This is an optimization exercise on Yosys and OpenROAD, whose aim is small area, not a production implementation. The RTL was checked by simulation tests, not by an equivalence proof against the original design. Power is estimated from default activity; no workload was simulated.

## harbor
// esc_top
module esc_top #(
  parameter int tick_div = 64,
  parameter int debounce = 3
) (
  input  logic                              clk,
  input  logic                              reset,
  input  logic [esc_pkg::axil_addr_w-1:0]   awaddr,
  input  logic                              awvalid,
  output logic                              awready,
  input  logic [esc_pkg::axil_data_w-1:0]   wdata,
  input  logic [esc_pkg::axil_data_w/8-1:0] wstrb,
  input  logic                              wvalid,
  output logic                              wready,
  output logic [1:0]                        bresp,
  output logic                              bvalid,
  input  logic                              bready,
  input  logic [esc_pkg::axil_addr_w-1:0]   araddr,
  input  logic                              arvalid,
  output logic                              arready,
  output logic [esc_pkg::axil_data_w-1:0]   rdata,
  output logic [1:0]                        rresp,
  output logic                              rvalid,
  input  logic                              rready,
  input  logic                              encoder_a,
  input  logic                              encoder_b,
  input  logic                              pwm_en,
  output logic                              motor_positive,
  output logic                              motor_negative
);
For scale: roughly 2100 cells after synthesis, ~290 flip-flops, roughly 110 I/O pins, roughly 18000 sq um of cells after synthesis.
export LEC_CHECK = 0
export ABC_AREA = 1
export CAP_MARGIN = 20
export CORE_MARGIN = 2
export CORE_UTILIZATION = 65
export PLACE_DENSITY = 0.75
export SLEW_MARGIN = 20
export SYNTH_HIERARCHICAL = 1
create_clock -name core_clock -period 20.0 [get_ports {clk}]
standard.sh (not shown) runs the stock make flow with config.mk's settings and CLKGATE_MAP_FILE= SYNTH_SCRIPT=/design/flow/synth_recipe.tcl, a recipe that flattens the netlist after the stock synthesis.
==> flow/flow/run.sh <==
#!/bin/bash
# Layout flow: the standard flow (standard.sh, unchanged synthesis),
# with two settings passed to ORFS's make:
#  - the input and output port buffers are sky130_fd_sc_hd__buf_1 (the
#    standard flow's buffer_ports picks a larger delay buffer);
#  - clock tree synthesis without dummy loads, with its own buffer list and
#    sink clustering (the standard flow's CTS_ARGS replaces ORFS's default arguments).
# Each tool's full output is in the ORFS logs under orfs/logs/, and make's
# output in flow_make.log in this folder.
set -euo pipefail
cd "$(dirname "$0")/.."
bash standard.sh \
  "BUFFER_PORTS_ARGS=-buffer_cell sky130_fd_sc_hd__buf_1" \
  "CTS_ARGS=-sink_clustering_enable -repair_clock_nets -dont_use_dummy_load -buf_list sky130_fd_sc_hd__clkbuf_4 -sink_clustering_size 10 -sink_clustering_max_diameter 50" \
  finish > flow_make.log 2>&1
diff inputs: harbor => willow
- CORE_UTILIZATION changed from 65 to 40
- PLACE_DENSITY removed (was 0.75)
- ABC_AREA changed from 1 to 0
-- flow/flow/run.sh --
<<< harbor, line 13
  "BUFFER_PORTS_ARGS=-buffer_cell sky130_fd_sc_hd__buf_1" \
  "CTS_ARGS=-sink_clustering_enable -repair_clock_nets -dont_use_dummy_load -buf_list sky130_fd_sc_hd__clkbuf_4 -sink_clustering_size 10 -sink_clustering_max_diameter 50" \
  finish > flow_make.log 2>&1
>>> willow, line 13
  "BUFFER_PORTS_ARGS=-buffer_cell sky130_fd_sc_hd__buf_1" \
  "CTS_ARGS=-sink_clustering_enable -repair_clock_nets -dont_use_dummy_load -buf_list sky130_fd_sc_hd__clkbuf_8 -sink_clustering_size 15 -sink_clustering_max_diameter 60" \
  finish > flow_make.log 2>&1
--- outcome ---
- Per the comparison of willow with harbor, worst setup slack went down, sequential power comparable.
- Cmp willow and harbor / insertion delay to the later sink of the worst-skew pair / lower: willow
- Compared harbor against willow; setup-violating endpoint count in the final report within noise.
- On willow: cell area after technology mapping is 190 sq um higher than what harbor gave.
- Compared with harbor, in willow first-pass GRT wire length now sits higher; clock-buffer cell count now sits lower; CTS buffer count now sits lower; final critical-path required period now sits higher; core utilization now sits lower.
- Die size: willow exceeds harbor
The inputs of yarrow differ from those of willow as listed below.
- CORE_UTILIZATION changed from 40 to 65
- PLACE_DENSITY newly set to 0.75
- ABC_AREA changed from 0 to 1
==> flow/flow/run.sh <==
#!/bin/bash
# Layout flow: the standard flow (standard.sh, unchanged synthesis),
# with two settings passed to ORFS's make:
#  - the input and output port buffers are sky130_fd_sc_hd__buf_1 (the
#    standard flow's buffer_ports picks a larger delay buffer);
#  - clock tree synthesis without dummy loads, with its own buffer list and
#    sink clustering (ORFS's CTS_ARGS, which replaces its default arguments).
# Each tool's full output is in the ORFS logs under orfs/logs/, and make's
# output in flow_make.log in this folder.
set -euo pipefail
cd "$(dirname "$0")/.."
bash standard.sh \
  "BUFFER_PORTS_ARGS=-buffer_cell sky130_fd_sc_hd__buf_1" \
  "CTS_ARGS=-sink_clustering_enable -repair_clock_nets -dont_use_dummy_load -buf_list sky130_fd_sc_hd__clkbuf_4 -sink_clustering_size 10 -sink_clustering_max_diameter 50" \
  finish > flow_make.log 2>&1
Notes after the runs:
When yarrow is set beside willow, its final critical delay including setup and external delays turns out to be 0.29 ns smaller. The initial antenna violation count of yarrow falls short of that of willow by 2. Comparing willow and yarrow, mapped cell area is lower on yarrow. Cell count of the worst hold path: yarrow vs willow — no meaningful difference.
For zinc, these inputs were changed with respect to yarrow:
- PLACE_DENSITY no longer set, was 0.75
- CORE_UTILIZATION now 40, was 65
-- flow/flow/run.sh --
<<< yarrow, line 6
#  - clock tree synthesis without dummy loads, with its own buffer list and
#    sink clustering (ORFS's CTS_ARGS, which replaces its default arguments).
# Each tool's full output is in the ORFS logs under orfs/logs/, and make's
>>> zinc, line 6
#  - clock tree synthesis without dummy loads, with its own buffer list and
#    sink clustering (the standard flow's CTS_ARGS replaces ORFS's default arguments).
# Each tool's full output is in the ORFS logs under orfs/logs/, and make's
- Looking at post-route non-filler standard cell count, zinc sits 224 above yarrow.
- zinc vs yarrow, chip height went up by 27%.
- Clock share of power for zinc is higher than for yarrow.
- zinc vs yarrow: summed area of non-filler cells in the final layout up slightly
- Via count for zinc is lower than for yarrow.
- Between zinc and yarrow, it is zinc whose routed wire length on met3 is lower, by 540 microns.
- Reported for zinc and yarrow, count of flip-flops with a built-in enable after synthesis turned out identical to the last digit.
- Start point of the critical path: period_ref[0] -> zinc, div_cnt[5] -> yarrow

==> what the ideal ports hide <==
The flow's constraints put no driver on any port. The routed layouts listed below were extracted and timed again, unchanged, in two steps. Step 1 assumes that a clkbuf_16 drives the clock port and a buf_2 every other input. Step 2 moves the port delays by t, midway between the first and last clock arrival at a register: inputs arrive t later, outputs are due t later. That takes back most of the time a late clock gives input paths. a / b / c = no drivers / after step 1 / after step 2; a / b = the first two.
run | t (ns) | setup slack, ns | clock arrival spread, ns | worst data-port slew with drivers (ns) | pins driven straight from the clock port
harbor | 0.680 | 1.517 / 1.517 / 1.517 | 0.108 / 0.108 | 0.07 | 1
willow | 0.628 | 1.227 / 1.227 / 1.227 | 0.132 / 0.131 | 0.08 | 1
yarrow | 0.680 | 1.517 / 1.517 / 1.517 | 0.108 / 0.108 | 0.07 | 1
zinc | 0.775 | 1.269 / 1.269 / 1.269 | 0.087 / 0.086 | 0.08 | 1
After both steps every run listed still meets setup and hold.
